This design comes from an exercise in tuning for small area, a short achievable clock period and few clock cycles on the open sky130 flow, not from production work. The RTL was checked by simulation tests, not by an equivalence proof against the original design. No activity file was given, so power comes from the tool's default toggle rates.

[flow/constraint.sdc]
create_clock -name core_clock -period 8.0 [get_ports {i_clk}]
set_input_delay 1.6000 -clock core_clock [delete_from_list [all_inputs] [get_ports {i_clk}]]
set_output_delay 1.6000 -clock core_clock [all_outputs]
set_load 0.01 [all_outputs]
[flow/run.sh]
#!/bin/bash
# synth_recipe.tcl (not shown) runs the flow's synth.tcl, then flattens the netlist and writes it again
# the make line also repeats each setting of config.mk as NAME=value (left out here)
make -C /OpenROAD-flow-scripts/flow DESIGN_CONFIG=/design/flow/config.mk WORK_HOME=/design/flow/orfs CLKGATE_MAP_FILE= SYNTH_SCRIPT=/design/flow/synth_recipe.tcl finish
[flow/design.v]
package gcne_pkg;
    localparam int INDEX_W     = 31;
    localparam int COORD_OUT_W = 10;
    localparam int CFG_REG_W   = 11;
    localparam int APB_DATA_W  = 32;
    localparam int APB_ADDR_W  = 4;
    localparam int NUM_SLOTS   = 27;
    localparam int SLOT_W      = 5;
    localparam int PLANE_SLOTS = 9;
    typedef logic [1:0] t_cfg_reg;
    localparam logic [1:0] REG_SIZE_I = 2'd0;
    localparam logic [1:0] REG_SIZE_J = 2'd1;
    localparam logic [1:0] REG_SIZE_K = 2'd2;
    typedef logic [1:0] t_off;
    localparam logic [1:0] OFF_ZERO = 2'd0;
    localparam logic [1:0] OFF_DEC  = 2'd1;
    localparam logic [1:0] OFF_INC  = 2'd2;
    typedef struct packed {
        t_off di;
        t_off dj;
        t_off dk;
    } t_slot_off;
    typedef struct packed {
        logic dec_i;
        logic inc_i;
        logic dec_j;
        logic inc_j;
        logic dec_k;
        logic inc_k;
    } t_nbr_flags;
    function automatic t_slot_off center_offset(logic [3:0] sub);
        t_slot_off o;
        case (sub)
            4'd0:    o = {OFF_ZERO, OFF_ZERO, OFF_ZERO};
            4'd1:    o = {OFF_ZERO, OFF_ZERO, OFF_INC};
            4'd2:    o = {OFF_ZERO, OFF_ZERO, OFF_DEC};
            4'd3:    o = {OFF_ZERO, OFF_INC, OFF_ZERO};
            4'd4:    o = {OFF_ZERO, OFF_INC, OFF_DEC};
            4'd5:    o = {OFF_ZERO, OFF_INC, OFF_INC};
            4'd6:    o = {OFF_ZERO, OFF_DEC, OFF_ZERO};
            4'd7:    o = {OFF_ZERO, OFF_DEC, OFF_DEC};
            4'd8:    o = {OFF_ZERO, OFF_DEC, OFF_INC};
            default: o = {OFF_ZERO, OFF_ZERO, OFF_ZERO};
        endcase
        center_offset = o;
    endfunction
    function automatic t_slot_off side_offset(logic [3:0] sub, t_off di);
        t_slot_off o;
        case (sub)
            4'd0:    o = {di, OFF_ZERO, OFF_ZERO};
            4'd1:    o = {di, OFF_DEC, OFF_ZERO};
            4'd2:    o = {di, OFF_DEC, OFF_DEC};
            4'd3:    o = {di, OFF_DEC, OFF_INC};
            4'd4:    o = {di, OFF_ZERO, OFF_DEC};
            4'd5:    o = {di, OFF_INC, OFF_ZERO};
            4'd6:    o = {di, OFF_INC, OFF_DEC};
            4'd7:    o = {di, OFF_INC, OFF_INC};
            4'd8:    o = {di, OFF_ZERO, OFF_INC};
            default: o = {di, OFF_ZERO, OFF_ZERO};
        endcase
        side_offset = o;
    endfunction
    function automatic t_slot_off slot_offset(int s);
        t_slot_off o;
        if (s < PLANE_SLOTS) o = center_offset(4'(s));
        else if (s < 2 * PLANE_SLOTS) o = side_offset(4'(s - PLANE_SLOTS), OFF_DEC);
        else o = side_offset(4'(s - 2 * PLANE_SLOTS), OFF_INC);
        slot_offset = o;
    endfunction
    function automatic logic axis_ok(t_off o, logic dec_ok, logic inc_ok);
        logic r;
        case (o)
            OFF_DEC: r = dec_ok;
            OFF_INC: r = inc_ok;
            default: r = 1'b1;
        endcase
        axis_ok = r;
    endfunction
    function automatic logic slot_allowed(t_slot_off o, t_nbr_flags f);
        slot_allowed = axis_ok(o.di, f.dec_i, f.inc_i) &
               axis_ok(o.dj, f.dec_j, f.inc_j) &
               axis_ok(o.dk, f.dec_k, f.inc_k);
    endfunction
    function automatic logic [2:0] off_val(t_off o);
        logic [2:0] r;
        case (o)
            OFF_DEC: r = 3'b111;
            OFF_INC: r = 3'b001;
            default: r = 3'b000;
        endcase
        off_val = r;
    endfunction
endpackage
module gcne_front #(
    parameter int MAX_DIM = 1024
) (
    input  logic                               i_clk,
    input  logic                               i_rst_n,
    input  logic                               i_req_valid,
    output logic                               o_req_ready,
    input  logic [gcne_pkg::INDEX_W-1:0]       i_req_cell_index,
    input  logic [$clog2(MAX_DIM+1)-1:0]       i_size_i,
    input  logic [$clog2(MAX_DIM+1)-1:0]       i_size_j,
    input  logic [$clog2(MAX_DIM+1)-1:0]       i_size_k,
    input  logic                               i_cfg_wr,
    output logic                               o_job_valid,
    input  logic                               i_job_ready,
    input  logic                               i_job_busy,
    output logic                               o_job_ok,
    output gcne_pkg::t_nbr_flags               o_job_flags,
    output logic [$clog2(MAX_DIM)-1:0]         o_job_i,
    output logic [$clog2(MAX_DIM)-1:0]         o_job_j,
    output logic [$clog2(MAX_DIM)-1:0]         o_job_k
);
    localparam int CW = $clog2(MAX_DIM);
    localparam int SW = $clog2(MAX_DIM + 1);
    localparam int NW = $clog2(3 * CW + 1);
    function automatic logic [NW-1:0] bit_len(logic [SW-1:0] m);
        logic [NW-1:0] r;
        r = '0;
        for (int b = 0; b < SW; b++) begin
            if (m[b]) r = NW'(b + 1);
        end
        bit_len = r;
    endfunction
    logic [SW-1:0]   last_i;
    logic [SW-1:0]   last_j;
    logic [SW-1:0]   last_k;
    assign last_i = i_size_i - SW'(1);
    assign last_j = i_size_j - SW'(1);
    assign last_k = i_size_k - SW'(1);
    logic            r_dirty;    
    logic            r_dirty2;
    logic [NW-1:0]   r_part;     
    logic [NW-1:0]   r_wm1;      
    logic            r_zero;     
    logic [NW-1:0]   nbits;
    assign nbits = r_part + bit_len(last_k);
    always_ff @(posedge i_clk) begin
        if (!i_rst_n) begin
            r_dirty2 <= 1'b1;
            r_dirty  <= 1'b1;
        end else begin
            r_dirty2 <= i_cfg_wr;
            r_dirty  <= i_cfg_wr || r_dirty2;
        end
        r_part <= bit_len(last_i) + bit_len(last_j);
        r_wm1  <= (nbits == '0) ? '0 : nbits - NW'(1);
        r_zero <= (i_size_i == '0) || (i_size_j == '0) || (i_size_k == '0);
    end
    logic            r_act;      
    logic [NW-1:0]   r_cnt;      
    logic            r_hi;       
    logic [NW-1:0]   sel;
    logic            last_tok;
    logic [gcne_pkg::INDEX_W-1:0] high_mask;
    logic            fetch;
    logic            stall;
    logic            r_a_valid;
    logic            r_a_bit;
    logic            r_a_first;
    logic            r_a_last;
    logic            r_a_rej;
    logic            a_free;
    logic            r_c_done;
    always_comb begin
        for (int b = 0; b < gcne_pkg::INDEX_W; b++) begin
            high_mask[b] = (NW'(b) > r_wm1);
        end
    end
    always_ff @(posedge i_clk) begin
        r_hi <= r_zero || ((i_req_cell_index & high_mask) != '0);
    end
    assign sel      = r_act ? r_cnt : r_wm1;
    assign last_tok = r_act ? ((r_cnt == '0) || r_hi) : (r_wm1 == '0);
    assign a_free      = !r_a_valid || !stall;
    assign o_req_ready = last_tok && !r_dirty &&
                         (!r_a_valid || !r_c_done || !i_job_busy);
    assign fetch       = i_req_valid && !r_dirty && a_free && (!last_tok || o_req_ready);
    always_ff @(posedge i_clk) begin
        if (!i_rst_n) begin
            r_act <= 1'b0;
        end else if (fetch) begin
            r_act <= !last_tok;
        end
    end
    always_ff @(posedge i_clk) begin
        if (fetch) begin
            r_cnt <= (r_act ? r_cnt : r_wm1) - NW'(1);
        end
    end
    always_ff @(posedge i_clk) begin
        if (!i_rst_n) begin
            r_a_valid <= 1'b0;
        end else if (a_free) begin
            r_a_valid <= fetch;
        end
    end
    always_ff @(posedge i_clk) begin
        if (fetch) begin
            r_a_bit   <= i_req_cell_index[sel];
            r_a_first <= !r_act;
            r_a_last  <= last_tok;
            r_a_rej   <= r_act ? r_hi : (r_zero || (i_req_cell_index[gcne_pkg::INDEX_W-1:1] != '0));
        end
    end
    logic            r_b_valid;
    logic            r_b_last;
    logic            r_b_q;
    logic            r_b_first;
    logic            r_b_rej;
    logic [CW-1:0]   r_rem_j;
    logic [SW-1:0]   t1;
    logic [SW:0]     d1;
    assign t1 = {(r_a_first ? CW'(0) : r_rem_j), r_a_bit};
    assign d1 = {1'b0, t1} - {1'b0, i_size_j};
    always_ff @(posedge i_clk) begin
        if (!i_rst_n) begin
            r_b_valid <= 1'b0;
        end else if (!stall) begin
            r_b_valid <= r_a_valid;
        end
    end
    always_ff @(posedge i_clk) begin
        if (!stall && r_a_valid) begin
            r_rem_j   <= CW'(d1[SW] ? t1 : d1[SW-1:0]);
            r_b_q     <= !d1[SW];
            r_b_first <= r_a_first;
            r_b_last  <= r_a_last;
            r_b_rej   <= r_a_rej;
        end
    end
    logic [CW-1:0]   r_rem_i;
    logic [CW-1:0]   r_j;
    logic [CW-1:0]   r_k;
    logic            r_ovf;
    logic            r_c_rej;
    logic [SW-1:0]   t2;
    logic [SW:0]     d2;
    logic            q2;
    logic [CW-1:0]   k_prev;
    logic            step_c;
    assign t2      = {(r_b_first ? CW'(0) : r_rem_i), r_b_q};
    assign d2      = {1'b0, t2} - {1'b0, i_size_i};
    assign q2      = !d2[SW];
    assign k_prev  = r_b_first ? CW'(0) : r_k;
    assign stall  = r_c_done && !i_job_ready;
    assign step_c = r_b_valid && !stall;
    always_ff @(posedge i_clk) begin
        if (!i_rst_n) begin
            r_c_done <= 1'b0;
        end else if (!stall) begin
            r_c_done <= r_b_valid && r_b_last;
        end
    end
    always_ff @(posedge i_clk) begin
        if (step_c) begin
            r_rem_i <= CW'(q2 ? d2[SW-1:0] : t2);
            r_k     <= {k_prev[CW-2:0], q2};
            r_ovf   <= (!r_b_first && r_ovf) || k_prev[CW-1];
            r_c_rej <= r_b_rej;
            r_j     <= r_rem_j;
        end
    end
    assign o_job_valid       = r_c_done;
    assign o_job_ok          = !r_c_rej && !r_ovf && (SW'(r_k) < i_size_k);
    assign o_job_i           = r_rem_i;
    assign o_job_j           = r_j;
    assign o_job_k           = r_k;
    assign o_job_flags.dec_i = (r_rem_i != '0);
    assign o_job_flags.inc_i = (SW'(r_rem_i) != last_i);
    assign o_job_flags.dec_j = (r_j != '0);
    assign o_job_flags.inc_j = (SW'(r_j) != last_j);
    assign o_job_flags.dec_k = (r_k != '0);
    assign o_job_flags.inc_k = (SW'(r_k) != last_k);
endmodule
module gcne_back #(
    parameter int COORD_W = 10
) (
    input  logic                 i_clk,
    input  logic                 i_rst_n,
    input  logic                 i_job_valid,
    output logic                 o_job_ready,
    input  logic                 i_job_ok,
    input  gcne_pkg::t_nbr_flags i_job_flags,
    input  logic [COORD_W-1:0]   i_job_i,
    input  logic [COORD_W-1:0]   i_job_j,
    input  logic [COORD_W-1:0]   i_job_k,
    output logic                 o_res_valid,
    input  logic                 i_res_ready,
    output logic [gcne_pkg::COORD_OUT_W-1:0] o_res_cell_i,
    output logic [gcne_pkg::COORD_OUT_W-1:0] o_res_cell_j,
    output logic [gcne_pkg::COORD_OUT_W-1:0] o_res_cell_k,
    output logic                 o_res_valid_res,
    output logic                 o_res_last
);
    localparam int PS = gcne_pkg::PLANE_SLOTS;
    typedef struct packed {
        gcne_pkg::t_slot_off off;     
        logic [8:0]          step;    
        logic                last;    
    } t_walk;
    function automatic logic [3:0] plane_jk(logic is_side, int p);
        gcne_pkg::t_slot_off o;
        o = is_side ? gcne_pkg::side_offset(4'(p), gcne_pkg::OFF_ZERO)
                    : gcne_pkg::center_offset(4'(p));
        plane_jk = {o.dj, o.dk};
    endfunction
    function automatic logic jk_ok(logic [3:0] jk, gcne_pkg::t_nbr_flags f);
        jk_ok = gcne_pkg::axis_ok(jk[3:2], f.dec_j, f.inc_j) &
                gcne_pkg::axis_ok(jk[1:0], f.dec_k, f.inc_k);
    endfunction
    function automatic logic [2:0] off_step(gcne_pkg::t_off a, gcne_pkg::t_off b);
        logic [2:0] r;
        case ({a, b})
            {gcne_pkg::OFF_ZERO, gcne_pkg::OFF_DEC}:  r = 3'b111;
            {gcne_pkg::OFF_ZERO, gcne_pkg::OFF_INC}:  r = 3'b001;
            {gcne_pkg::OFF_DEC,  gcne_pkg::OFF_ZERO}: r = 3'b001;
            {gcne_pkg::OFF_DEC,  gcne_pkg::OFF_INC}:  r = 3'b010;
            {gcne_pkg::OFF_INC,  gcne_pkg::OFF_ZERO}: r = 3'b111;
            {gcne_pkg::OFF_INC,  gcne_pkg::OFF_DEC}:  r = 3'b110;
            default:                                  r = 3'b000;
        endcase
        off_step = r;
    endfunction
    function automatic t_walk walk(gcne_pkg::t_slot_off c, gcne_pkg::t_nbr_flags f);
        t_walk          w;
        logic           side;
        logic [3:0]     pos;
        logic [PS-1:0]  cand;
        logic           found;
        logic           two;
        logic           jk_any;
        side   = (c.di != gcne_pkg::OFF_ZERO);
        jk_any = f.dec_j | f.inc_j | f.dec_k | f.inc_k;
        pos    = '0;
        for (int p = 0; p < PS; p++) begin
            if ({c.dj, c.dk} == plane_jk(side, p)) pos = 4'(p);
        end
        for (int p = 0; p < PS; p++) begin
            cand[p] = (4'(p) > pos) && jk_ok(plane_jk(side, p), f);
        end
        found = 1'b0;
        two   = 1'b0;
        w.off = '0;
        for (int p = 0; p < PS; p++) begin
            if (cand[p]) begin
                if (found) two = 1'b1;
                else w.off = {c.di, plane_jk(side, p)};
                found = 1'b1;
            end
        end
        if (found) begin
            w.last = !two &&
                     !((c.di == gcne_pkg::OFF_ZERO) && (f.dec_i || f.inc_i)) &&
                     !((c.di == gcne_pkg::OFF_DEC) && f.inc_i);
        end else begin
            w.off  = {((c.di == gcne_pkg::OFF_ZERO) && f.dec_i) ? gcne_pkg::OFF_DEC
                                                                : gcne_pkg::OFF_INC,
                      gcne_pkg::OFF_ZERO, gcne_pkg::OFF_ZERO};
            w.last = !jk_any && !((w.off.di == gcne_pkg::OFF_DEC) && f.inc_i);
        end
        w.step = {off_step(c.di, w.off.di), off_step(c.dj, w.off.dj), off_step(c.dk, w.off.dk)};
        walk = w;
    endfunction
    function automatic logic [COORD_W-1:0] add_step(logic [COORD_W-1:0] x, logic [2:0] d);
        add_step = x + {{(COORD_W-3){d[2]}}, d};
    endfunction
    logic                   r_valid;
    logic                   r_last;
    logic                   r_vres;
    logic [COORD_W-1:0]     r_i;
    logic [COORD_W-1:0]     r_j;
    logic [COORD_W-1:0]     r_k;
    gcne_pkg::t_nbr_flags   r_flags;
    gcne_pkg::t_slot_off    r_noff;     
    logic [8:0]             r_nstep;    
    logic                   r_nlast;    
    t_walk                  w_run;
    t_walk                  w_load;
    t_walk                  w;
    logic                   adv;
    logic                   more;
    logic                   step;
    logic                   load;
    assign w_run  = walk(r_noff, r_flags);
    assign w_load = walk('0, i_job_flags);
    assign w      = more ? w_run : w_load;
    assign adv         = !r_valid || i_res_ready;
    assign more        = r_valid && !r_last;
    assign step        = adv && more;
    assign o_job_ready = adv && !more;
    assign load        = i_job_valid && o_job_ready;
    assign o_res_valid     = r_valid;
    assign o_res_cell_i    = r_i;
    assign o_res_cell_j    = r_j;
    assign o_res_cell_k    = r_k;
    assign o_res_valid_res = r_vres;
    assign o_res_last      = r_last;
    always_ff @(posedge i_clk) begin
        if (!i_rst_n) begin
            r_valid <= 1'b0;
        end else if (adv) begin
            r_valid <= more || i_job_valid;
        end
    end
    always_ff @(posedge i_clk) begin
        if (step) begin
            r_last  <= r_nlast;
            r_i     <= add_step(r_i, r_nstep[8:6]);
            r_j     <= add_step(r_j, r_nstep[5:3]);
            r_k     <= add_step(r_k, r_nstep[2:0]);
            r_noff  <= w.off;
            r_nstep <= w.step;
            r_nlast <= w.last;
        end else if (load) begin
            r_flags <= i_job_flags;
            r_vres  <= i_job_ok;
            r_last  <= !i_job_ok || (i_job_flags == '0);
            r_i     <= i_job_ok ? i_job_i : '0;
            r_j     <= i_job_ok ? i_job_j : '0;
            r_k     <= i_job_ok ? i_job_k : '0;
            r_noff  <= w.off;
            r_nstep <= w.step;
            r_nlast <= w.last;
        end
    end
endmodule
module grid_cell_neighbor_enumerator #(
    parameter int MAX_DIM = 1024
) (
    input  logic                            i_clk,
    input  logic                            i_rst_n,
    input  logic                            req_valid,
    output logic                            req_ready,
    input  logic [gcne_pkg::INDEX_W-1:0]    req_cell_index,
    output logic                            res_valid,
    input  logic                            res_ready,
    output logic [gcne_pkg::COORD_OUT_W-1:0] res_cell_i,
    output logic [gcne_pkg::COORD_OUT_W-1:0] res_cell_j,
    output logic [gcne_pkg::COORD_OUT_W-1:0] res_cell_k,
    output logic                            res_valid_res,
    output logic                            res_last,
    input  logic                            psel,
    input  logic                            penable,
    input  logic                            pwrite,
    input  logic [gcne_pkg::APB_ADDR_W-1:0] paddr,
    input  logic [gcne_pkg::APB_DATA_W-1:0] pwdata,
    output logic [gcne_pkg::APB_DATA_W-1:0] prdata,
    output logic                            pready
);
    localparam int CW = $clog2(MAX_DIM);
    localparam int SW = $clog2(MAX_DIM + 1);
    logic [gcne_pkg::CFG_REG_W-1:0] r_size_i;
    logic [gcne_pkg::CFG_REG_W-1:0] r_size_j;
    logic [gcne_pkg::CFG_REG_W-1:0] r_size_k;
    logic [SW-1:0]        eff_i;
    logic [SW-1:0]        eff_j;
    logic [SW-1:0]        eff_k;
    logic                 cfg_wr;
    gcne_pkg::t_cfg_reg   cfg_sel;
    logic                 job_valid;
    logic                 job_ready;
    logic                 job_ok;
    gcne_pkg::t_nbr_flags job_flags;
    logic [CW-1:0]        job_i;
    logic [CW-1:0]        job_j;
    logic [CW-1:0]        job_k;
    assign pready  = 1'b1;
    assign cfg_wr  = psel && penable && pwrite;
    assign cfg_sel = paddr[3:2];
    always_ff @(posedge i_clk) begin
        if (!i_rst_n) begin
            r_size_i <= gcne_pkg::CFG_REG_W'(1);
            r_size_j <= gcne_pkg::CFG_REG_W'(1);
            r_size_k <= gcne_pkg::CFG_REG_W'(1);
        end else if (cfg_wr) begin
            case (cfg_sel)
                gcne_pkg::REG_SIZE_I: r_size_i <= pwdata[gcne_pkg::CFG_REG_W-1:0];
                gcne_pkg::REG_SIZE_J: r_size_j <= pwdata[gcne_pkg::CFG_REG_W-1:0];
                gcne_pkg::REG_SIZE_K: r_size_k <= pwdata[gcne_pkg::CFG_REG_W-1:0];
                default: begin
                end
            endcase
        end
    end
    logic [gcne_pkg::CFG_REG_W-1:0] r_rdata;
    always_ff @(posedge i_clk) begin
        case (cfg_sel)
            gcne_pkg::REG_SIZE_I: r_rdata <= r_size_i;
            gcne_pkg::REG_SIZE_J: r_rdata <= r_size_j;
            gcne_pkg::REG_SIZE_K: r_rdata <= r_size_k;
            default:    r_rdata <= '0;
        endcase
    end
    assign prdata = gcne_pkg::APB_DATA_W'(r_rdata);
    assign eff_i = (32'(r_size_i) > 32'(MAX_DIM)) ? SW'(MAX_DIM) : SW'(r_size_i);
    assign eff_j = (32'(r_size_j) > 32'(MAX_DIM)) ? SW'(MAX_DIM) : SW'(r_size_j);
    assign eff_k = (32'(r_size_k) > 32'(MAX_DIM)) ? SW'(MAX_DIM) : SW'(r_size_k);
    gcne_front #(
        .MAX_DIM (MAX_DIM)
    ) u_front (
        .i_clk            (i_clk),
        .i_rst_n          (i_rst_n),
        .i_req_valid      (req_valid),
        .o_req_ready      (req_ready),
        .i_req_cell_index (req_cell_index),
        .i_size_i         (eff_i),
        .i_size_j         (eff_j),
        .i_size_k         (eff_k),
        .i_cfg_wr         (cfg_wr),
        .o_job_valid      (job_valid),
        .i_job_ready      (job_ready),
        .i_job_busy       (res_valid),
        .o_job_ok         (job_ok),
        .o_job_flags      (job_flags),
        .o_job_i          (job_i),
        .o_job_j          (job_j),
        .o_job_k          (job_k)
    );
    gcne_back #(
        .COORD_W (CW)
    ) u_back (
        .i_clk           (i_clk),
        .i_rst_n         (i_rst_n),
        .i_job_valid     (job_valid),
        .o_job_ready     (job_ready),
        .i_job_ok        (job_ok),
        .i_job_flags     (job_flags),
        .i_job_i         (job_i),
        .i_job_j         (job_j),
        .i_job_k         (job_k),
        .o_res_valid     (res_valid),
        .i_res_ready     (res_ready),
        .o_res_cell_i    (res_cell_i),
        .o_res_cell_j    (res_cell_j),
        .o_res_cell_k    (res_cell_k),
        .o_res_valid_res (res_valid_res),
        .o_res_last      (res_last)
    );
endmodule
[flow/config.mk]
export PLATFORM = sky130hd
export DESIGN_NAME = grid_cell_neighbor_enumerator
export DESIGN_NICKNAME = grid_cell_neighbor_enumerator
export VERILOG_FILES = /design/flow/design.v
export SDC_FILE = /design/flow/constraint.sdc
export NUM_CORES = 4
export LEC_CHECK = 0
export CAP_MARGIN = 20
export CORE_MARGIN = 2
export CORE_UTILIZATION = 40
export SETUP_SLACK_MARGIN = 5
export SLEW_MARGIN = 20
==> results.sh, run 1 <==
export IMPL_core_area_um2=31600
export IMPL_synth_edf_count=109
export IMPL_clkPwrFrac_pct=33.1
export IMPL_worstHoldPathType="flop to flop"
export IMPL_ys_seq_elements=172
export IMPL_initial_core_util_pct=40.7
export IMPL_area_growth_syn_to_layout_pct=28.9
export IMPL_final_layout_size_suffix_gt1_share_pct=21.4
export IMPL_crit_path_end_kind="output pin"
export IMPL_wl_mm=36.9
export IMPL_hold_viol_final=0
export IMPL_fp_dieH_um=183
export IMPL_postCtsHoldBufs=0
export IMPL_max_freq_ghz=0.284
export IMPL_p_switching_w=0.000786
export IMPL_reg2reg_from="r_size_j[2]"
export IMPL_vias_per_cell=5.70
export IMPL_synth_distinct_cells=82
export IMPL_arrival_ps=1920
export IMPL_rsz0062_at_grt="true"
export IMPL_timing_final_crit_share_pct=44.0
export IMPL_synth_flop_cell="edfxtp_1"
export IMPL_slew_violations=0
export IMPL_maxCapViolCount=0
export IMPL_relSlewSlack_pct=25.7
export IMPL_worstRegToRegCells=10
export IMPL_port_buffers=95
export IMPL_internal_power_w=0.00169
export IMPL_finalCriticalPeriod_ps=3520
export IMPL_seqPwrFrac_pct=41.5
export IMPL_cp_start_kind="flop"
export IMPL_hp_start="u_front.r_dirty2"
export IMPL_grt_max_degree=56
export IMPL_first_iter_violations=1053
export IMPL_yosysWarnings=3
export IMPL_nFillCells=2848
export IMPL_grt_ovfl_total=0
export IMPL_hpwl_mm=25.6
export IMPL_clk_latency_ps=440
export IMPL_rrSetupSlack_ps=4540
export IMPL_peakVddDrop_mv=0.143
export IMPL_async_reset_ff_share_pct=0
export IMPL_post_route_drc_count=0
export IMPL_path_clk_slew_ps=70
export IMPL_antenna_found_initial=1
export IMPL_switching_share_pct=31.7
export IMPL_tightest_slew_ps=1110
export IMPL_critPathMaxFanout=2
export IMPL_vias=11500
export IMPL_seq_area_um2=4590
export IMPL_hold_end="u_front.r_dirty"
export IMPL_critPathRequiredTime_ps=6400
export IMPL_rows=65
export IMPL_grt_pass1_vias=11100
export IMPL_layout_commonest_cell="nand2_1"
export IMPL_whs_path_depth=1
export IMPL_setup_viol=0
export IMPL_ant_nets=0
export IMPL_gp_congestion=0.893
export IMPL_reg2reg_to="u_back.r_nstep[3]"
export IMPL_synthCells=1464
export IMPL_grt_first_pass_wirelength_mm=58.9
export IMPL_dieArea_um2=33600
export IMPL_wire_per_inst_um=18.2
export IMPL_ioPinCount=141
export IMPL_cts_tree="done"
export IMPL_crit_type="flop to output pin"
export IMPL_cellPowerDensity_nw_per_um2=150
export IMPL_grt_usage_pct=21.9
export IMPL_skew_ps=17.2
export IMPL_cts_buffers=17
export IMPL_clkSinkCount=172
export IMPL_p_comb_share_pct=25.4
export IMPL_layout_common_cells="154 x nand2_1, 109 x edfxtp_1, 92 x buf_4, 90 x nor2_1, 73 x clkdlybuf4s50_1"
export IMPL_root_buffer="clkbuf_16"
export IMPL_whs_ps=416
export IMPL_synth_avg_cell_area_um2=8.78
export IMPL_syn_area_um2=12800
export IMPL_setup_tns_ps=0
export IMPL_die_w_um=183
export IMPL_htreeDepth=4
export IMPL_multiInputGateArea_um2=8680
export IMPL_yosysSeqAreaShare_pct=35.3
export IMPL_clock_path_buffers=2
export IMPL_nets=1769
export IMPL_diodes=0
export IMPL_p_leak_nw=6.63
export IMPL_dr_pass1_iters=5
export IMPL_status="complete, no violations"
-- worst max path at each step --
stage,from,end
finish,u_front.r_cnt[1],req_ready
global route,u_front.r_cnt[1],req_ready
detailed placement,paddr[3],r_size_j[0]
global placement,paddr[3],r_size_j[0]
floorplan,r_size_k[10],u_front.r_wm1[0]
CTS,u_front.r_cnt[1],req_ready
-- registers in the layout, indices dropped and copies added, names as in the netlist, 5 cells and up --
name and count:
r_rdata 11, r_size_i 11, r_size_j 11, r_size_k 11, u_back.r_i 10, u_back.r_j 10
u_back.r_k 10, u_front.r_j 10, u_front.r_k 10, u_front.r_rem_i 10, u_front.r_rem_j 10, u_back.r_nstep 9
u_back.r_flags 6, u_back.r_noff 6, u_front.r_cnt 5, u_front.r_part 5, u_front.r_wm1 5
-- synth_stat cells (all sizes together) (29+ instances only) --
master | count | area [µm²]
o22ai | 29 | 181
a21boi | 29 | 218
xnor2 | 57 | 499
nor2 | 94 | 353
edfxtp | 109 | 3270
nor2b | 61 | 382
ha | 78 | 976
clkbuf | 75 | 282
nand2b | 37 | 231
nand2 | 165 | 619
a21oi | 81 | 405
o21ai | 79 | 399
inv | 76 | 285
mux2i | 48 | 480
dfxtp | 63 | 1260
-- worst max-delay path: stages (launching register included) --
cell and delay, ps:
edfxtp_1 400, or4_4 550, o21ai_2 130, a21oi_2 90
nor3_2 180, buf_2 150
-- area by class of cell --
type	count	area share, %
multi-input cells	1135	52.4
well taps	402	3.04
flip-flops and latches	172	27.7
inverters	77	1.90
repair buffers	206	11.5
clock inverters	15	0.892
repair inverters	1	0.0453
clock buffers	17	2.57
-- power by group through the flow --
stage	Clock, W	Sequential, W	Combinational [W]
floorplan	0	0.00102	0.000420
global placement	0	0.00105	0.000524
detailed placement	0	0.00105	0.000530
CTS	0.000833	0.00103	0.000587
global route	0.000868	0.00103	0.000707
finish	0.000821	0.00103	0.000629
-- layer usage --
metal  up-vias  global-route usage (%)  wire (µm)
li1       5534                       -          -
met1      5507                    31.0      17100
met3        59                    2.78       2150
met2       437                    35.8      17100
met5         -                       0          0
met4         0                    4.35        602
-- cell families (layout without fill, tap and decap cells) --
kind of cell               Yosys count  after routing  share of synthesized area, %
other                                2             22                        0.0585
adders and majority gates           85             85                          8.69
muxes                               69             69                          5.76
xor gates and xnor gates            85             85                          5.79
buffers and inverters              177            316                          5.81
and+or+nand+nor                    517            517                          20.5
AOI/OAI and AO/OA                  357            357                          18.1
DFF                                172            172                          35.3
-- stage by stage --
stage                     instances  util [%]  power [W]  worst slack (ps)  area (µm²)
after global placement         1889      44.9    0.00158              3710       14200
after CTS                      2004      50.4    0.00245              4460       15900
final                          2025      52.5    0.00248              4480       16600
after detailed placement       1889      44.9    0.00158              3670       14200
after global routing           2025      52.5    0.00261              4380       16600
after floorplan                1484         -    0.00144              4350       13200
-- what timing repair did --
item	CTS	global route
gates cloned	1	1
endpoints found under the hold margin	0	0
setup endpoints to repair	195	97
gates resized for setup	143	114
pin swaps	45	54
buffers inserted	82	20
Testbench counts, summed over its fixed seeds: cycles 128,024.
==> run 2, diff against run 1 <==
--- a/flow/design.v
+++ b/flow/design.v
@@ -133,6 +133,7 @@
     logic            r_dirty2;
     logic [NW-1:0]   r_part;     
     logic [NW-1:0]   r_wm1;      
+    logic            r_wm1_z;    
     logic            r_zero;     
     logic [NW-1:0]   nbits;
     assign nbits = r_part + bit_len(last_k);
@@ -146,10 +147,12 @@
         end
         r_part <= bit_len(last_i) + bit_len(last_j);
         r_wm1  <= (nbits == '0) ? '0 : nbits - NW'(1);
+        r_wm1_z <= (nbits <= NW'(1));
         r_zero <= (i_size_i == '0) || (i_size_j == '0) || (i_size_k == '0);
     end
     logic            r_act;      
     logic [NW-1:0]   r_cnt;      
+    logic            r_cnt_z;    
     logic            r_hi;       
     logic [NW-1:0]   sel;
     logic            last_tok;
@@ -163,6 +166,9 @@
     logic            r_a_rej;
     logic            a_free;
     logic            r_c_done;
+    logic            b_hold;
+    logic            r_b_valid;
+    logic            r_b_last;
     always_comb begin
         for (int b = 0; b < gcne_pkg::INDEX_W; b++) begin
             high_mask[b] = (NW'(b) > r_wm1);
@@ -172,10 +178,10 @@
         r_hi <= r_zero || ((i_req_cell_index & high_mask) != '0);
     end
     assign sel      = r_act ? r_cnt : r_wm1;
-    assign last_tok = r_act ? ((r_cnt == '0) || r_hi) : (r_wm1 == '0);
-    assign a_free      = !r_a_valid || !stall;
+    assign last_tok = r_act ? (r_cnt_z || r_hi) : r_wm1_z;
+    assign a_free      = !r_a_valid || (!stall && !b_hold);
     assign o_req_ready = last_tok && !r_dirty &&
-                         (!r_a_valid || !r_c_done || !i_job_busy);
+                         (!r_a_valid || ((!r_c_done || !i_job_busy) && !b_hold));
     assign fetch       = i_req_valid && !r_dirty && a_free && (!last_tok || o_req_ready);
     always_ff @(posedge i_clk) begin
         if (!i_rst_n) begin
@@ -186,7 +192,8 @@
     end
     always_ff @(posedge i_clk) begin
         if (fetch) begin
-            r_cnt <= (r_act ? r_cnt : r_wm1) - NW'(1);
+            r_cnt   <= (r_act ? r_cnt : r_wm1) - NW'(1);
+            r_cnt_z <= ((r_act ? r_cnt : r_wm1) == NW'(1));
         end
     end
     always_ff @(posedge i_clk) begin
@@ -204,8 +211,6 @@
             r_a_rej   <= r_act ? r_hi : (r_zero || (i_req_cell_index[gcne_pkg::INDEX_W-1:1] != '0));
         end
     end
-    logic            r_b_valid;
-    logic            r_b_last;
     logic            r_b_q;
     logic            r_b_first;
     logic            r_b_rej;
@@ -214,15 +219,16 @@
     logic [SW:0]     d1;
     assign t1 = {(r_a_first ? CW'(0) : r_rem_j), r_a_bit};
     assign d1 = {1'b0, t1} - {1'b0, i_size_j};
+    assign b_hold = r_a_first && r_b_valid && r_b_last;
     always_ff @(posedge i_clk) begin
         if (!i_rst_n) begin
             r_b_valid <= 1'b0;
         end else if (!stall) begin
-            r_b_valid <= r_a_valid;
+            r_b_valid <= r_a_valid && !b_hold;
         end
     end
     always_ff @(posedge i_clk) begin
-        if (!stall && r_a_valid) begin
+        if (!stall && r_a_valid && !b_hold) begin
             r_rem_j   <= CW'(d1[SW] ? t1 : d1[SW-1:0]);
             r_b_q     <= !d1[SW];
             r_b_first <= r_a_first;
@@ -231,7 +237,6 @@
         end
     end
     logic [CW-1:0]   r_rem_i;
-    logic [CW-1:0]   r_j;
     logic [CW-1:0]   r_k;
     logic            r_ovf;
     logic            r_c_rej;
@@ -259,18 +264,17 @@
             r_k     <= {k_prev[CW-2:0], q2};
             r_ovf   <= (!r_b_first && r_ovf) || k_prev[CW-1];
             r_c_rej <= r_b_rej;
-            r_j     <= r_rem_j;
         end
     end
     assign o_job_valid       = r_c_done;
     assign o_job_ok          = !r_c_rej && !r_ovf && (SW'(r_k) < i_size_k);
     assign o_job_i           = r_rem_i;
-    assign o_job_j           = r_j;
+    assign o_job_j           = r_rem_j;
     assign o_job_k           = r_k;
     assign o_job_flags.dec_i = (r_rem_i != '0);
     assign o_job_flags.inc_i = (SW'(r_rem_i) != last_i);
-    assign o_job_flags.dec_j = (r_j != '0);
-    assign o_job_flags.inc_j = (SW'(r_j) != last_j);
+    assign o_job_flags.dec_j = (r_rem_j != '0);
+    assign o_job_flags.inc_j = (SW'(r_rem_j) != last_j);
     assign o_job_flags.dec_k = (r_k != '0);
     assign o_job_flags.inc_k = (SW'(r_k) != last_k);
 endmodule
--- a/flow/config.mk
+++ b/flow/config.mk
@@ -8,5 +8,5 @@
 export CAP_MARGIN = 20
 export CORE_MARGIN = 2
 export CORE_UTILIZATION = 40
-export SETUP_SLACK_MARGIN = 5
+export SETUP_SLACK_MARGIN = 4.8
 export SLEW_MARGIN = 20
==> run 2 against run 1 <==
Still clean. Worst hold slack gained 18 ps. Critical path depth grew 5. Clock skew shrank 1.8 ps. Highest routed layer unchanged.
==> results.sh, run 2 <==
export IMPL_grt_usage_pct=20.4
export IMPL_top_usage_layer="met2"
export IMPL_gp_congestion=0.870
export IMPL_synthTopCellsByCount="188 x nand2_1, 100 x edfxtp_1, 82 x nor2_1"
export IMPL_preCtsSetupSlack_ps=3140
export IMPL_met2_usage_pct=32.5
export IMPL_multiInputGateArea_um2=7990
export IMPL_synth_distinct_cells=79
export IMPL_vias=10900
export IMPL_crit_path_end_kind="flop"
export IMPL_rrSetupSlack_ps=4120
export IMPL_layout_commonest_cell="nand2_1"
export IMPL_grt_first_pass_wirelength_mm=54.1
export IMPL_relSlewSlack_pct=31.5
export IMPL_core_area_um2=30500
export IMPL_postCtsHoldBufs=0
export IMPL_cp_start_kind="flop"
export IMPL_yosysSeqAreaShare_pct=34.7
export IMPL_final_layout_size_suffix_gt1_share_pct=16.3
export IMPL_synth_edf_count=100
export IMPL_ioPinCount=141
export IMPL_peakVddDrop_mv=0.132
export IMPL_fp_dieH_um=180
export IMPL_timing_final_crit_share_pct=48.5
export IMPL_grt_ovfl_total=0
export IMPL_clkSinkCount=164
export IMPL_antenna_found_initial=0
export IMPL_cts_tree="done"
export IMPL_cellPowerDensity_nw_per_um2=159
export IMPL_clock_path_buffers=2
export IMPL_arrival_ps=4150
export IMPL_ys_seq_elements=164
export IMPL_ant_nets=0
export IMPL_dieArea_um2=32300
export IMPL_nFillCells=2850
export IMPL_root_buffer="clkbuf_16"
export IMPL_synth_flop_cell="edfxtp_1"
export IMPL_rsz0062_at_grt="true"
export IMPL_post_route_drc_count=0
export IMPL_initial_core_util_pct=40.5
export IMPL_max_freq_ghz=0.258
export IMPL_area_growth_syn_to_layout_pct=23.7
export IMPL_critPathMaxFanout=5
export IMPL_status="complete, no violations"
export IMPL_wl_mm=33.8
export IMPL_p_leak_nw=6.13
export IMPL_seq_area_um2=4320
export IMPL_vias_per_cell=5.59
export IMPL_finalCriticalPeriod_ps=3880
export IMPL_die_w_um=180
export IMPL_critPathRequiredTime_ps=8270
export IMPL_hold_viol_final=0
export IMPL_diodes=0
export IMPL_layout_common_cells="174 x nand2_1, 100 x edfxtp_1, 93 x clkdlybuf4s50_1, 76 x nor2_1, 74 x ha_1"
export IMPL_syn_area_um2=12300
export IMPL_setup_tns_ps=0
export IMPL_rows=64
export IMPL_grt_met1_usage_pct=29.5
export IMPL_clk_latency_ps=440
export IMPL_dr_pass1_iters=5
export IMPL_setup_slack_ps=4120
export IMPL_wire_per_inst_um=17.4
export IMPL_skew_ps=15.5
export IMPL_yosys_cell_count_top_type="nand2_1"
export IMPL_path_clk_slew_ps=70
export IMPL_synth_top_cells_by_area="edfxtp_1 24%, dfxtp_1 10%, ha_1 8.2%"
export IMPL_first_iter_violations=889
export IMPL_port_buffers=95
export IMPL_maxCapViolCount=0
export IMPL_grt_util_met3_pct=2.76
export IMPL_synth_top_area_cell="edfxtp_1"
export IMPL_setup_viol=0
export IMPL_htreeDepth=4
export IMPL_grt_pass1_vias=10300
export IMPL_slew_violations=0
export IMPL_nets=1697
export IMPL_cts_buffers=17
export IMPL_grt_max_degree=57
export IMPL_yosysWarnings=3
export IMPL_synth_top_area_share_pct=24.3
export IMPL_fin_util_pct=50.1
export IMPL_synth_avg_cell_area_um2=8.68
export IMPL_hpwl_mm=24.0
export IMPL_tightest_slew_ps=1020
export IMPL_synthCells=1423
export IMPL_async_reset_ff_share_pct=0
export IMPL_crit_type="flop to flop"
export IMPL_worstHoldPathType="flop to flop"
[run 2: changes by cell type in the layout (fill, tap and decap cells not counted), moves of 10 or more]
| cell | change |
|---|---|
| nor2_1 | -14 |
| clkdlybuf4s50_1 | +20 |
| nand2_1 | +20 |
| dlymetal6s2s_1 | -15 |
| a31oi_1 | +13 |
| a21oi_1 | -13 |
| buf_4 | -37 |
| mux2_4 | +10 |
| mux2_2 | -15 |
[run 2: report_power, final]
group	internal [W]	switching [W]	total, W
logic	0.000281	0.000319	0.000600
clock network	0.000453	0.000378	0.000831
registers	0.000938	0.0000552	0.000993
[run 2: repair_timing]
action	4_1_cts	5_1_grt
hold endpoints to repair	0	0
setup buffers	48	18
pin swaps	27	26
resized for setup	81	82
setup endpoints to repair	161	84
[run 2: final timing paths]
check | start | endpoint | depth (start not counted)
worst max-delay path | r_size_k[3] | u_back.r_nlast | 10
worst min register to register | u_front.r_a_last | u_front.r_b_last | 0
worst min-delay path | u_front.r_a_last | u_front.r_b_last | 0
worst max register to register | r_size_k[3] | u_back.r_nlast | 10
[run 2: cell type report]
class,instances,area share (%)
multi-input combinational,1107,52.3
sequential,164,28.3
timing repair buffer,170,10.3
tap,396,3.24
clock buffer,20,3.20
inverter,75,1.97
clock inverter,12,0.672
[run 2: kinds of logic (layout without fill, tap and decap cells)]
| family | after synthesis | count (layout) | share of synthesized area [%] |
|---|---|---|---|
| other | 2 | 22 | 0.0608 |
| buffers and inverters | 172 | 277 | 6.03 |
| adder cells (fa/ha/maj) | 91 | 91 | 9.59 |
| multiplexers | 53 | 53 | 4.64 |
| XOR/XNOR | 82 | 82 | 5.94 |
| flip-flops | 164 | 164 | 34.7 |
| AO/OA/AOI/OAI | 356 | 356 | 19.1 |
| AND/OR/NAND/NOR | 503 | 503 | 20.0 |
[run 2: layer usage]
layer,vias to the layer above,share of wire (%)
met2,353,46
met5,-,0
met1,5185,48
li1,5308,-
met3,30,4.9
met4,0,0.93
[run 2: stage by stage]
stage / hold WS (ps) / instances / power (W) / cell area [µm²]
after CTS: 438 / 1926 / 0.00240 / 14800
after floorplan: 392 / 1443 / 0.00141 / 12600
after global placement: 409 / 1846 / 0.00155 / 13600
after global routing: 460 / 1944 / 0.00254 / 15300
after detailed placement: 410 / 1846 / 0.00155 / 13600
final: 434 / 1944 / 0.00242 / 15300
[run 2: critical path, stage by stage, from the launching register on]
cell and delay [ps]:
dfxtp_4 360, or4_4 580, o41a_1 370, buf_4 150
or4_4 400, a222oi_1 540, nand4_2 220, nand2b_4 200
or3_4 370, maj3_2 330, a211oi_2 190
Testbench counts of run 2, summed over its fixed seeds: cycles 128,706.
==> run 3, diff against run 2 <==
--- a/flow/config.mk
+++ b/flow/config.mk
@@ -8,5 +8,5 @@
 export CAP_MARGIN = 20
 export CORE_MARGIN = 2
 export CORE_UTILIZATION = 40
-export SETUP_SLACK_MARGIN = 4.8
+export SETUP_SLACK_MARGIN = 4.5
 export SLEW_MARGIN = 20
==> run 3 against run 2 <==
Fmax rose by 3.3%. Still clean on timing, DRC and antenna. Sequential power about the same. Die area unchanged. Clock power is 5.5% lower. Highest routed layer unchanged. Core utilization shrank 1.9 points. Worst hold slack worse by 5.6 ps. Largest cell class unchanged.
==> results.sh, run 3 <==
export IMPL_arrival_ps=3990
export IMPL_peakVddDrop_mv=0.133
export IMPL_layout_common_cells="182 x nand2_1, 100 x edfxtp_1, 93 x clkdlybuf4s50_1, 79 x nor2_1, 76 x ha_1"
export IMPL_ioPinCount=141
export IMPL_met2_usage_pct=31.3
export IMPL_synth_avg_cell_area_um2=8.68
export IMPL_final_layout_size_suffix_gt1_share_pct=12.1
export IMPL_gp_congestion=0.920
export IMPL_htreeDepth=4
export IMPL_synth_distinct_cells=79
export IMPL_clkSinkCount=164
export IMPL_vias=10700
export IMPL_timing_final_crit_share_pct=46.9
export IMPL_fin_area_um2=14700
export IMPL_switching_share_pct=30.6
export IMPL_async_reset_ff_share_pct=0
export IMPL_synth_top_area_share_pct=24.3
export IMPL_yosys_cell_count_top_type="nand2_1"
export IMPL_wl_mm=32.8
export IMPL_grt_ovfl_total=0
export IMPL_slew_violations=0
export IMPL_max_freq_ghz=0.266
export IMPL_antenna_found_initial=0
export IMPL_crit_path_end_kind="flop"
export IMPL_multiInputGateArea_um2=7750
export IMPL_grt_usage_pct=19.9
export IMPL_synth_top_area_cell="edfxtp_1"
export IMPL_cts_buffers=17
export IMPL_worstHoldPathType="flop to flop"
export IMPL_seqPwrFrac_pct=42.2
export IMPL_critPathMaxFanout=4
export IMPL_cp_start_kind="flop"
export IMPL_reg2reg_from="r_size_k[3]"
export IMPL_rsz0062_at_grt="true"
export IMPL_port_buffers=95
export IMPL_grt_pass1_vias=10200
export IMPL_relSlewSlack_pct=30.8
export IMPL_grt_met1_usage_pct=28.1
export IMPL_clock_path_buffers=2
export IMPL_tightest_slew_ps=1030
export IMPL_critPathLaunch="r_size_k[3]"
export IMPL_die_w_um=180
export IMPL_nets=1666
export IMPL_layout_commonest_cell="nand2_1"
export IMPL_grt_first_pass_wirelength_mm=52.9
export IMPL_yosysWarnings=3
export IMPL_synthTopCellsByCount="188 x nand2_1, 100 x edfxtp_1, 82 x nor2_1"
export IMPL_ant_nets=0
export IMPL_top_usage_layer="met2"
export IMPL_setup_tns_ps=0
export IMPL_crit_family="simple AND/OR/NAND/NOR gates"
export IMPL_path_clk_slew_ps=70
export IMPL_core_area_um2=30500
export IMPL_area_growth_syn_to_layout_pct=19.0
export IMPL_rows=64
export IMPL_hpwl_mm=24.1
export IMPL_diodes=0
export IMPL_grt_util_met3_pct=3.61
export IMPL_setup_viol=0
export IMPL_seq_area_um2=4310
export IMPL_post_route_drc_count=0
export IMPL_dieArea_um2=32300
export IMPL_synthCells=1423
export IMPL_cp_num_buf_inv=2
export IMPL_initial_core_util_pct=40.5
export IMPL_cp_cell_sequence="or4_4, buf_4, o31a_1, or4_1, a222oi_1, nand4_2, nand2b_4, or3_4, buf_4, nand3b_1, o31ai_4"
export IMPL_syn_area_um2=12300
export IMPL_hp_start="u_front.r_a_last"
export IMPL_postCtsHoldBufs=0
export IMPL_first_iter_violations=668
export IMPL_placed_area_um2=13500
export IMPL_ys_seq_elements=164
export IMPL_cp_common_cell="buf_4"
export IMPL_status="complete, no violations"
export IMPL_p_switching_w=0.000719
export IMPL_cellPowerDensity_nw_per_um2=160
export IMPL_fin_util_pct=48.2
export IMPL_fp_dieH_um=180
export IMPL_internal_power_w=0.00163
export IMPL_p_comb_share_pct=24.4
export IMPL_synth_edf_count=100
export IMPL_cts_tree="done"
export IMPL_maxCapViolCount=0
export IMPL_wire_per_inst_um=17.2
export IMPL_synth_top_cells_by_area="edfxtp_1 24%, dfxtp_1 10%, ha_1 8.2%"
export IMPL_vias_per_cell=5.58
export IMPL_yosysSeqAreaShare_pct=34.7
export IMPL_grt_max_degree=57
export IMPL_clk_latency_ps=430
export IMPL_nFillCells=2821
export IMPL_crit_type="flop to flop"
export IMPL_clkPwrFrac_pct=33.4
export IMPL_dr_pass1_iters=5
export IMPL_root_buffer="clkbuf_16"
export IMPL_hold_viol_final=0
export IMPL_p_leak_nw=5.83
export IMPL_finalCriticalPeriod_ps=3750
export IMPL_skew_ps=12.4
export IMPL_critPathRequiredTime_ps=8240
export IMPL_cpPeakStageDelay_ps=570
export IMPL_synth_flop_cell="edfxtp_1"
export IMPL_slowest_stage="or4_4"
==> run 3: cell count changes in the layout (fill, tap and decap cells not counted), moves of 5 or more <==
cell / change
nand2_1: +8
mux2_4: -14
buf_6: -16
dfxtp_1: +6
buf_4: -15
o21ai_2: -5
dfxtp_2: -5
mux2_2: +14
==> run 3: through the flow <==
step	hold slack, ps	total power, W	instances	setup slack (ps)
after floorplan	392	0.00141	1443	4330
after global placement	408	0.00155	1846	3220
after detailed placement	416	0.00156	1846	3120
after CTS	432	0.00235	1901	4220
after global routing	442	0.00247	1913	4090
final	429	0.00235	1913	4250
==> run 3: final timing paths <==
kind,to,slack (ps),cells after the start
worst max register to register,u_back.r_nstep[8],4250,11
worst min-delay path,u_front.r_b_last,430,0
worst min register to register,u_front.r_b_last,430,0
worst max-delay path,u_back.r_nstep[8],4250,11
==> run 3: worst reg2reg max path, cell delays in order (launching register included) <==
cell,delay (ps)
dfxtp_4,360
or4_4,570
buf_4,170
o31a_1,290
or4_1,400
a222oi_1,430
nand4_2,240
nand2b_4,200
or3_4,350
buf_4,160
nand3b_1,240
o31ai_4,140
==> run 3: logic make-up after synthesis <==
logic type / Yosys count / share of synthesized area (%)
flops: 164 / 34.7
other cells: 2 / 0.0608
compound gates: 356 / 19.1
simple gates: 503 / 20.0
buf+inv: 172 / 6.03
xor+xnor: 82 / 5.94
fa+ha+maj: 91 / 9.59
mux: 53 / 4.64
==> run 3: cell type report <==
type | count | share of cell area, %
Multi-Input combinational cell | 1107 | 52.8
Timing Repair Buffer | 139 | 8.77
Clock buffer | 22 | 3.30
Inverter | 75 | 2.00
Clock inverter | 10 | 0.494
Tap cell | 396 | 3.37
Sequential cell | 164 | 29.3
==> run 3: power groups by stage <==
stage / clock network (W) / registers [W] / logic [W]
3_3_place_gp: 0 / 0.00101 / 0.000536
5_1_grt: 0.000832 / 0.000999 / 0.000644
6_report: 0.000785 / 0.000992 / 0.000573
3_5_place_dp: 0 / 0.00101 / 0.000545
2_1_floorplan: 0 / 0.000969 / 0.000444
4_1_cts: 0.000802 / 0.000992 / 0.000556
==> run 3: timing repair <==
item / CTS / global route
endpoints found under the hold margin: 0 / 0
gates cloned: 0 / 1
gates resized for setup: 44 / 38
setup buffers: 23 / 11
pin swaps: 15 / 10
endpoints found under the setup margin: 59 / 63
==> run 3: metal layers <==
metal | part of all wire, % | vias up | wire (µm)
met4 | 1.7 | 0 | 550
met1 | 48 | 5065 | 15600
met5 | 0 | - | 0
met2 | 46 | 334 | 15000
met3 | 5.2 | 39 | 1700
li1 | - | 5238 | -
==> run 4, diff against run 3 <==
--- a/flow/design.v
+++ b/flow/design.v
@@ -99,9 +99,10 @@
     input  logic                               i_req_valid,
     output logic                               o_req_ready,
     input  logic [gcne_pkg::INDEX_W-1:0]       i_req_cell_index,
-    input  logic [$clog2(MAX_DIM+1)-1:0]       i_size_i,
-    input  logic [$clog2(MAX_DIM+1)-1:0]       i_size_j,
-    input  logic [$clog2(MAX_DIM+1)-1:0]       i_size_k,
+    input  logic [$clog2(MAX_DIM)-1:0]         i_last_i,    
+    input  logic [$clog2(MAX_DIM)-1:0]         i_last_j,
+    input  logic [$clog2(MAX_DIM)-1:0]         i_last_k,
+    input  logic                               i_size_zero,   
     input  logic                               i_cfg_wr,
     output logic                               o_job_valid,
     input  logic                               i_job_ready,
@@ -115,40 +116,35 @@
     localparam int CW = $clog2(MAX_DIM);
     localparam int SW = $clog2(MAX_DIM + 1);
     localparam int NW = $clog2(3 * CW + 1);
-    function automatic logic [NW-1:0] bit_len(logic [SW-1:0] m);
+    function automatic logic [NW-1:0] bit_len(logic [CW-1:0] m);
         logic [NW-1:0] r;
         r = '0;
-        for (int b = 0; b < SW; b++) begin
+        for (int b = 0; b < CW; b++) begin
             if (m[b]) r = NW'(b + 1);
         end
         bit_len = r;
     endfunction
-    logic [SW-1:0]   last_i;
-    logic [SW-1:0]   last_j;
-    logic [SW-1:0]   last_k;
-    assign last_i = i_size_i - SW'(1);
-    assign last_j = i_size_j - SW'(1);
-    assign last_k = i_size_k - SW'(1);
+    logic [CW-1:0]   last_i;
+    logic [CW-1:0]   last_j;
+    logic [CW-1:0]   last_k;
+    assign last_i = i_last_i;
+    assign last_j = i_last_j;
+    assign last_k = i_last_k;
     logic            r_dirty;    
-    logic            r_dirty2;
-    logic [NW-1:0]   r_part;     
     logic [NW-1:0]   r_wm1;      
     logic            r_wm1_z;    
     logic            r_zero;     
     logic [NW-1:0]   nbits;
-    assign nbits = r_part + bit_len(last_k);
+    assign nbits = bit_len(last_i) + bit_len(last_j) + bit_len(last_k);
     always_ff @(posedge i_clk) begin
         if (!i_rst_n) begin
-            r_dirty2 <= 1'b1;
-            r_dirty  <= 1'b1;
+            r_dirty <= 1'b1;
         end else begin
-            r_dirty2 <= i_cfg_wr;
-            r_dirty  <= i_cfg_wr || r_dirty2;
+            r_dirty <= i_cfg_wr;
         end
-        r_part <= bit_len(last_i) + bit_len(last_j);
-        r_wm1  <= (nbits == '0) ? '0 : nbits - NW'(1);
+        r_wm1   <= (nbits == '0) ? '0 : nbits - NW'(1);
         r_wm1_z <= (nbits <= NW'(1));
-        r_zero <= (i_size_i == '0) || (i_size_j == '0) || (i_size_k == '0);
+        r_zero  <= i_size_zero;
     end
     logic            r_act;      
     logic [NW-1:0]   r_cnt;      
@@ -218,7 +214,7 @@
     logic [SW-1:0]   t1;
     logic [SW:0]     d1;
     assign t1 = {(r_a_first ? CW'(0) : r_rem_j), r_a_bit};
-    assign d1 = {1'b0, t1} - {1'b0, i_size_j};
+    assign d1 = {1'b0, t1} + {2'b11, ~last_j};
     assign b_hold = r_a_first && r_b_valid && r_b_last;
     always_ff @(posedge i_clk) begin
         if (!i_rst_n) begin
@@ -246,7 +242,7 @@
     logic [CW-1:0]   k_prev;
     logic            step_c;
     assign t2      = {(r_b_first ? CW'(0) : r_rem_i), r_b_q};
-    assign d2      = {1'b0, t2} - {1'b0, i_size_i};
+    assign d2      = {1'b0, t2} + {2'b11, ~last_i};
     assign q2      = !d2[SW];
     assign k_prev  = r_b_first ? CW'(0) : r_k;
     assign stall  = r_c_done && !i_job_ready;
@@ -267,16 +263,16 @@
         end
     end
     assign o_job_valid       = r_c_done;
-    assign o_job_ok          = !r_c_rej && !r_ovf && (SW'(r_k) < i_size_k);
+    assign o_job_ok          = !r_c_rej && !r_ovf && (r_k <= last_k);
     assign o_job_i           = r_rem_i;
     assign o_job_j           = r_rem_j;
     assign o_job_k           = r_k;
     assign o_job_flags.dec_i = (r_rem_i != '0);
-    assign o_job_flags.inc_i = (SW'(r_rem_i) != last_i);
+    assign o_job_flags.inc_i = (r_rem_i != last_i);
     assign o_job_flags.dec_j = (r_rem_j != '0);
-    assign o_job_flags.inc_j = (SW'(r_rem_j) != last_j);
+    assign o_job_flags.inc_j = (r_rem_j != last_j);
     assign o_job_flags.dec_k = (r_k != '0);
-    assign o_job_flags.inc_k = (SW'(r_k) != last_k);
+    assign o_job_flags.inc_k = (r_k != last_k);
 endmodule
 module gcne_back #(
     parameter int COORD_W = 10
@@ -455,12 +451,14 @@
 );
     localparam int CW = $clog2(MAX_DIM);
     localparam int SW = $clog2(MAX_DIM + 1);
-    logic [gcne_pkg::CFG_REG_W-1:0] r_size_i;
-    logic [gcne_pkg::CFG_REG_W-1:0] r_size_j;
-    logic [gcne_pkg::CFG_REG_W-1:0] r_size_k;
-    logic [SW-1:0]        eff_i;
-    logic [SW-1:0]        eff_j;
-    logic [SW-1:0]        eff_k;
+    logic [gcne_pkg::CFG_REG_W-1:0] r_szm_i;
+    logic [gcne_pkg::CFG_REG_W-1:0] r_szm_j;
+    logic [gcne_pkg::CFG_REG_W-1:0] r_szm_k;
+    logic [gcne_pkg::CFG_REG_W-1:0] wr_m;
+    logic [CW-1:0]        last_i;
+    logic [CW-1:0]        last_j;
+    logic [CW-1:0]        last_k;
+    logic                 size_zero;
     logic                 cfg_wr;
     gcne_pkg::t_cfg_reg   cfg_sel;
     logic                 job_valid;
@@ -473,34 +471,43 @@
     assign pready  = 1'b1;
     assign cfg_wr  = psel && penable && pwrite;
     assign cfg_sel = paddr[3:2];
+    assign wr_m = pwdata[gcne_pkg::CFG_REG_W-1:0] - gcne_pkg::CFG_REG_W'(1);
     always_ff @(posedge i_clk) begin
         if (!i_rst_n) begin
-            r_size_i <= gcne_pkg::CFG_REG_W'(1);
-            r_size_j <= gcne_pkg::CFG_REG_W'(1);
-            r_size_k <= gcne_pkg::CFG_REG_W'(1);
+            r_szm_i <= '0;
+            r_szm_j <= '0;
+            r_szm_k <= '0;
         end else if (cfg_wr) begin
             case (cfg_sel)
-                gcne_pkg::REG_SIZE_I: r_size_i <= pwdata[gcne_pkg::CFG_REG_W-1:0];
-                gcne_pkg::REG_SIZE_J: r_size_j <= pwdata[gcne_pkg::CFG_REG_W-1:0];
-                gcne_pkg::REG_SIZE_K: r_size_k <= pwdata[gcne_pkg::CFG_REG_W-1:0];
+                gcne_pkg::REG_SIZE_I: r_szm_i <= wr_m;
+                gcne_pkg::REG_SIZE_J: r_szm_j <= wr_m;
+                gcne_pkg::REG_SIZE_K: r_szm_k <= wr_m;
                 default: begin
                 end
             endcase
         end
     end
     logic [gcne_pkg::CFG_REG_W-1:0] r_rdata;
-    always_ff @(posedge i_clk) begin
+    logic [gcne_pkg::CFG_REG_W-1:0] rd_m;
+    always_comb begin
         case (cfg_sel)
-            gcne_pkg::REG_SIZE_I: r_rdata <= r_size_i;
-            gcne_pkg::REG_SIZE_J: r_rdata <= r_size_j;
-            gcne_pkg::REG_SIZE_K: r_rdata <= r_size_k;
-            default:    r_rdata <= '0;
+            gcne_pkg::REG_SIZE_I: rd_m = r_szm_i;
+            gcne_pkg::REG_SIZE_J: rd_m = r_szm_j;
+            gcne_pkg::REG_SIZE_K: rd_m = r_szm_k;
+            default:    rd_m = '1;
         endcase
     end
+    always_ff @(posedge i_clk) begin
+        r_rdata <= rd_m + gcne_pkg::CFG_REG_W'(1);
+    end
     assign prdata = gcne_pkg::APB_DATA_W'(r_rdata);
-    assign eff_i = (32'(r_size_i) > 32'(MAX_DIM)) ? SW'(MAX_DIM) : SW'(r_size_i);
-    assign eff_j = (32'(r_size_j) > 32'(MAX_DIM)) ? SW'(MAX_DIM) : SW'(r_size_j);
-    assign eff_k = (32'(r_size_k) > 32'(MAX_DIM)) ? SW'(MAX_DIM) : SW'(r_size_k);
+    function automatic logic [CW-1:0] clamp_last(logic [gcne_pkg::CFG_REG_W-1:0] m);
+        clamp_last = (m >= gcne_pkg::CFG_REG_W'(MAX_DIM)) ? CW'(MAX_DIM - 1) : m[CW-1:0];
+    endfunction
+    assign last_i    = clamp_last(r_szm_i);
+    assign last_j    = clamp_last(r_szm_j);
+    assign last_k    = clamp_last(r_szm_k);
+    assign size_zero = (r_szm_i == '1) || (r_szm_j == '1) || (r_szm_k == '1);
     gcne_front #(
         .MAX_DIM (MAX_DIM)
     ) u_front (
@@ -509,9 +516,10 @@
         .i_req_valid      (req_valid),
         .o_req_ready      (req_ready),
         .i_req_cell_index (req_cell_index),
-        .i_size_i         (eff_i),
-        .i_size_j         (eff_j),
-        .i_size_k         (eff_k),
+        .i_last_i         (last_i),
+        .i_last_j         (last_j),
+        .i_last_k         (last_k),
+        .i_size_zero      (size_zero),
         .i_cfg_wr         (cfg_wr),
         .o_job_valid      (job_valid),
         .i_job_ready      (job_ready),
==> run 4 against run 3 <==
Final area fell by 9.6%. Cell count fell by 10%. Still clean on timing, DRC and antenna. Synthesized cell count fell by 11%. Critical endpoint is now u_front.r_rem_i[7]. Via count fell by 10%. Largest cell class unchanged.
==> results.sh, run 4 <==
export IMPL_status="complete, no violations"
export IMPL_wire_per_inst_um=17.5
export IMPL_slew_violations=0
export IMPL_layout_common_cells="133 x nand2_1, 109 x nor2_1, 100 x edfxtp_1, 92 x clkdlybuf4s50_1, 68 x ha_1"
export IMPL_setup_tns_ps=0
export IMPL_dieArea_um2=30100
export IMPL_p_leak_nw=5.40
export IMPL_die_w_um=173
export IMPL_peakVddDrop_mv=0.0985
export IMPL_skew_ps=13.0
export IMPL_fin_area_um2=13300
export IMPL_dp_cells=1683
export IMPL_seq_area_um2=4170
export IMPL_htreeDepth=4
export IMPL_rsz0062_at_grt="true"
export IMPL_cts_buffers=17
export IMPL_p_switching_w=0.000731
export IMPL_core_area_um2=28500
export IMPL_root_buffer="clkbuf_16"
export IMPL_grt_pass1_vias=9133
export IMPL_yosysSeqAreaShare_pct=36.3
export IMPL_ys_seq_elements=158
export IMPL_postCtsHoldBufs=0
export IMPL_clk_latency_ps=440
export IMPL_first_iter_violations=689
export IMPL_nFillCells=2803
export IMPL_async_reset_ff_share_pct=0
export IMPL_synth_flop_cell="edfxtp_1"
export IMPL_multiInputGateArea_um2=6790
export IMPL_grt_usage_pct=19.9
export IMPL_vias_per_cell=5.58
export IMPL_yosysWarnings=3
export IMPL_layout_commonest_cell="nand2_1"
export IMPL_final_layout_size_suffix_gt1_share_pct=8.45
export IMPL_area_growth_syn_to_layout_pct=15.7
export IMPL_synth_top_area_cell="edfxtp_1"
export IMPL_switching_share_pct=31.6
export IMPL_ioPinCount=141
export IMPL_synthCells=1260
export IMPL_crit_path_end_kind="flop"
export IMPL_port_buffers=95
export IMPL_tightest_slew_ps=1100
export IMPL_hpwl_mm=22.3
export IMPL_grt_ovfl_total=0
export IMPL_critPathRequiredTime_ps=8180
export IMPL_rows=62
export IMPL_initial_core_util_pct=40.3
export IMPL_critPathMaxFanout=5
export IMPL_p_comb_share_pct=23.6
export IMPL_synth_edf_count=100
export IMPL_synth_distinct_cells=86
export IMPL_dr_pass1_iters=5
export IMPL_worstHoldPathType="flop to flop"
export IMPL_cp_start_kind="flop"
export IMPL_gp_congestion=0.910
export IMPL_clkPwrFrac_pct=33.6
export IMPL_vias=9613
export IMPL_timing_final_crit_share_pct=41.1
export IMPL_synth_top_area_share_pct=26.1
export IMPL_grt_first_pass_wirelength_mm=48.3
export IMPL_final_cells=1722
export IMPL_finalCriticalPeriod_ps=3290
export IMPL_synthTopCellsByCount="133 x nand2_1, 110 x nor2_1, 100 x edfxtp_1"
export IMPL_arrival_ps=3470
export IMPL_grt_max_degree=48
export IMPL_fp_dieH_um=173
export IMPL_max_freq_ghz=0.304
export IMPL_setup_viol=0
export IMPL_internal_power_w=0.00158
export IMPL_relSlewSlack_pct=26.7
export IMPL_post_route_drc_count=0
export IMPL_antenna_found_initial=0
export IMPL_clock_path_buffers=2
export IMPL_placed_area_um2=12600
export IMPL_yosys_cell_count_top_type="nand2_1"
export IMPL_clkSinkCount=158
export IMPL_nets=1477
export IMPL_synth_top_cells_by_area="edfxtp_1 26%, dfxtp_1 10%, ha_1 7.4%"
export IMPL_cellPowerDensity_nw_per_um2=174
export IMPL_synth_avg_cell_area_um2=9.11
export IMPL_crit_type="flop to flop"
export IMPL_wl_mm=30.1
export IMPL_path_clk_slew_ps=70
export IMPL_syn_area_um2=11500
export IMPL_hold_viol_final=0
export IMPL_seqPwrFrac_pct=42.8
export IMPL_diodes=0
export IMPL_maxCapViolCount=0
export IMPL_ant_nets=0
export IMPL_cts_tree="done"
export IMPL_fin_util_pct=46.7
[run 4: cell count changes in the layout (fill, tap and decap cells not counted), sizes merged, moves of 19 or more]
cell / previous run / this run
a21boi: 30 / 11
buf: 44 / 16
mux2i: 37 / 10
nand2: 188 / 133
nand2b: 30 / 10
nor2: 82 / 111
nor2b: 60 / 39
o211a: 1 / 33
o21ai: 77 / 44
[run 4: worst paths after layout]
| check | from | end | slack (ps) | cells past startpoint |
|---|---|---|---|---|
| min | u_front.r_a_last | u_front.r_b_last | 410 | 0 |
| max reg2reg | u_front.r_b_first | u_front.r_rem_i[7] | 4710 | 13 |
| min reg2reg | u_front.r_a_last | u_front.r_b_last | 410 | 0 |
| max | u_front.r_b_first | u_front.r_rem_i[7] | 4710 | 13 |
[run 4: cells by family after synthesis]
| kind of cell | count (synthesis) | share of synthesized area, % |
|---|---|---|
| AND/OR/NAND/NOR | 445 | 18.7 |
| AO/OA/AOI/OAI | 311 | 19.6 |
| flip-flops | 158 | 36.3 |
| buffers and inverters | 144 | 5.88 |
| adder cells (fa/ha/maj) | 81 | 9.41 |
| XOR/XNOR | 80 | 6.10 |
| multiplexers | 39 | 3.91 |
| other | 2 | 0.0654 |
[run 4: power groups by stage]
stage          registers (W)  logic, W  clock network, W
2_1_floorplan       0.000957  0.000436                 0
3_3_place_gp         0.00101  0.000533                 0
3_5_place_dp         0.00101  0.000539                 0
4_1_cts             0.000987  0.000545          0.000791
5_1_grt             0.000994  0.000609          0.000831
6_report            0.000989  0.000546          0.000776
[run 4: routing by layer]
| metal | part of all wire (%) | track usage (%) | up-vias |
|---|---|---|---|
| met3 | 5.0 | 2.15 | 35 |
| met2 | 47 | 32.5 | 297 |
| li1 | - | - | 4699 |
| met4 | 1.6 | 5.40 | 0 |
| met1 | 47 | 28.1 | 4582 |
| met5 | 0 | 0 | - |
[run 4: stage by stage]
stage	hold WS, ps	power (W)	setup WS [ps]
4_1_cts	414	0.00232	4510
2_1_floorplan	400	0.00139	4600
3_3_place_gp	402	0.00154	3630
6_report	411	0.00231	4710
5_1_grt	440	0.00243	4430
3_5_place_dp	405	0.00154	3560
[run 4: layout make-up]
| class | count | share of cell area, % |
|---|---|---|
| Inverter | 59 | 1.67 |
| Timing Repair Buffer | 111 | 8.07 |
| Tap cell | 384 | 3.62 |
| Multi-Input combinational cell | 978 | 51.1 |
| Sequential cell | 158 | 31.4 |
| Clock buffer | 17 | 3.20 |
| Clock inverter | 15 | 0.942 |
[run 4: critical path, cell delays in order (launching register included)]
cell and delay, ps:
edfxtp_1 440, inv_1 150, nand2_1 130, inv_1 90, ha_1 220, a21o_1 190
a21oi_2 170, nand2b_1 120, a21boi_1 80, o41a_1 360, a31o_1 290, a221oi_4 270
buf_4 190, mux2_2 330
[run 4: what timing repair did]
| item | CTS | global route |
|---|---|---|
| setup buffers | 7 | 0 |
| setup endpoints to repair | 39 | 52 |
| pin swaps | 2 | 0 |
| gates resized for setup | 11 | 11 |
Testbench counts of run 4, summed over its fixed seeds: cycles 128,706.

[port drivers added, routing unchanged]
How much do the figures lean on ideal ports? The routed layouts below were timed once more, with nothing changed but the port constraints.
Step 1, drivers: a clkbuf_16 drives i_clk and a buf_2 each remaining input, both assumed.
Step 2, shift: input delay + t, output delay - t, t = (earliest + latest rising clock arrival at the registers) / 2. This alone moves slack from input paths to output paths.
a / b / c = ideal / step 1 / step 2; a / b = the first two.
run	t, ns	setup slack, ns	latest minus earliest clock arrival (ns)	worst data-port slew with drivers (ns)
run 1	0.476	4.482 / 4.436 / 4.540	0.017 / 0.017	0.04
run 2	0.485	4.122 / 4.122 / 4.122	0.017 / 0.017	0.04
run 3	0.476	4.246 / 4.246 / 4.246	0.013 / 0.012	0.04
run 4	0.474	4.711 / 4.705 / 4.290	0.014 / 0.013	0.04
After both steps every run listed still meets setup and hold. For run 4, which loses most, drivers alone change the setup slack by -0.006 ns; drivers and shift together by -0.421 ns.
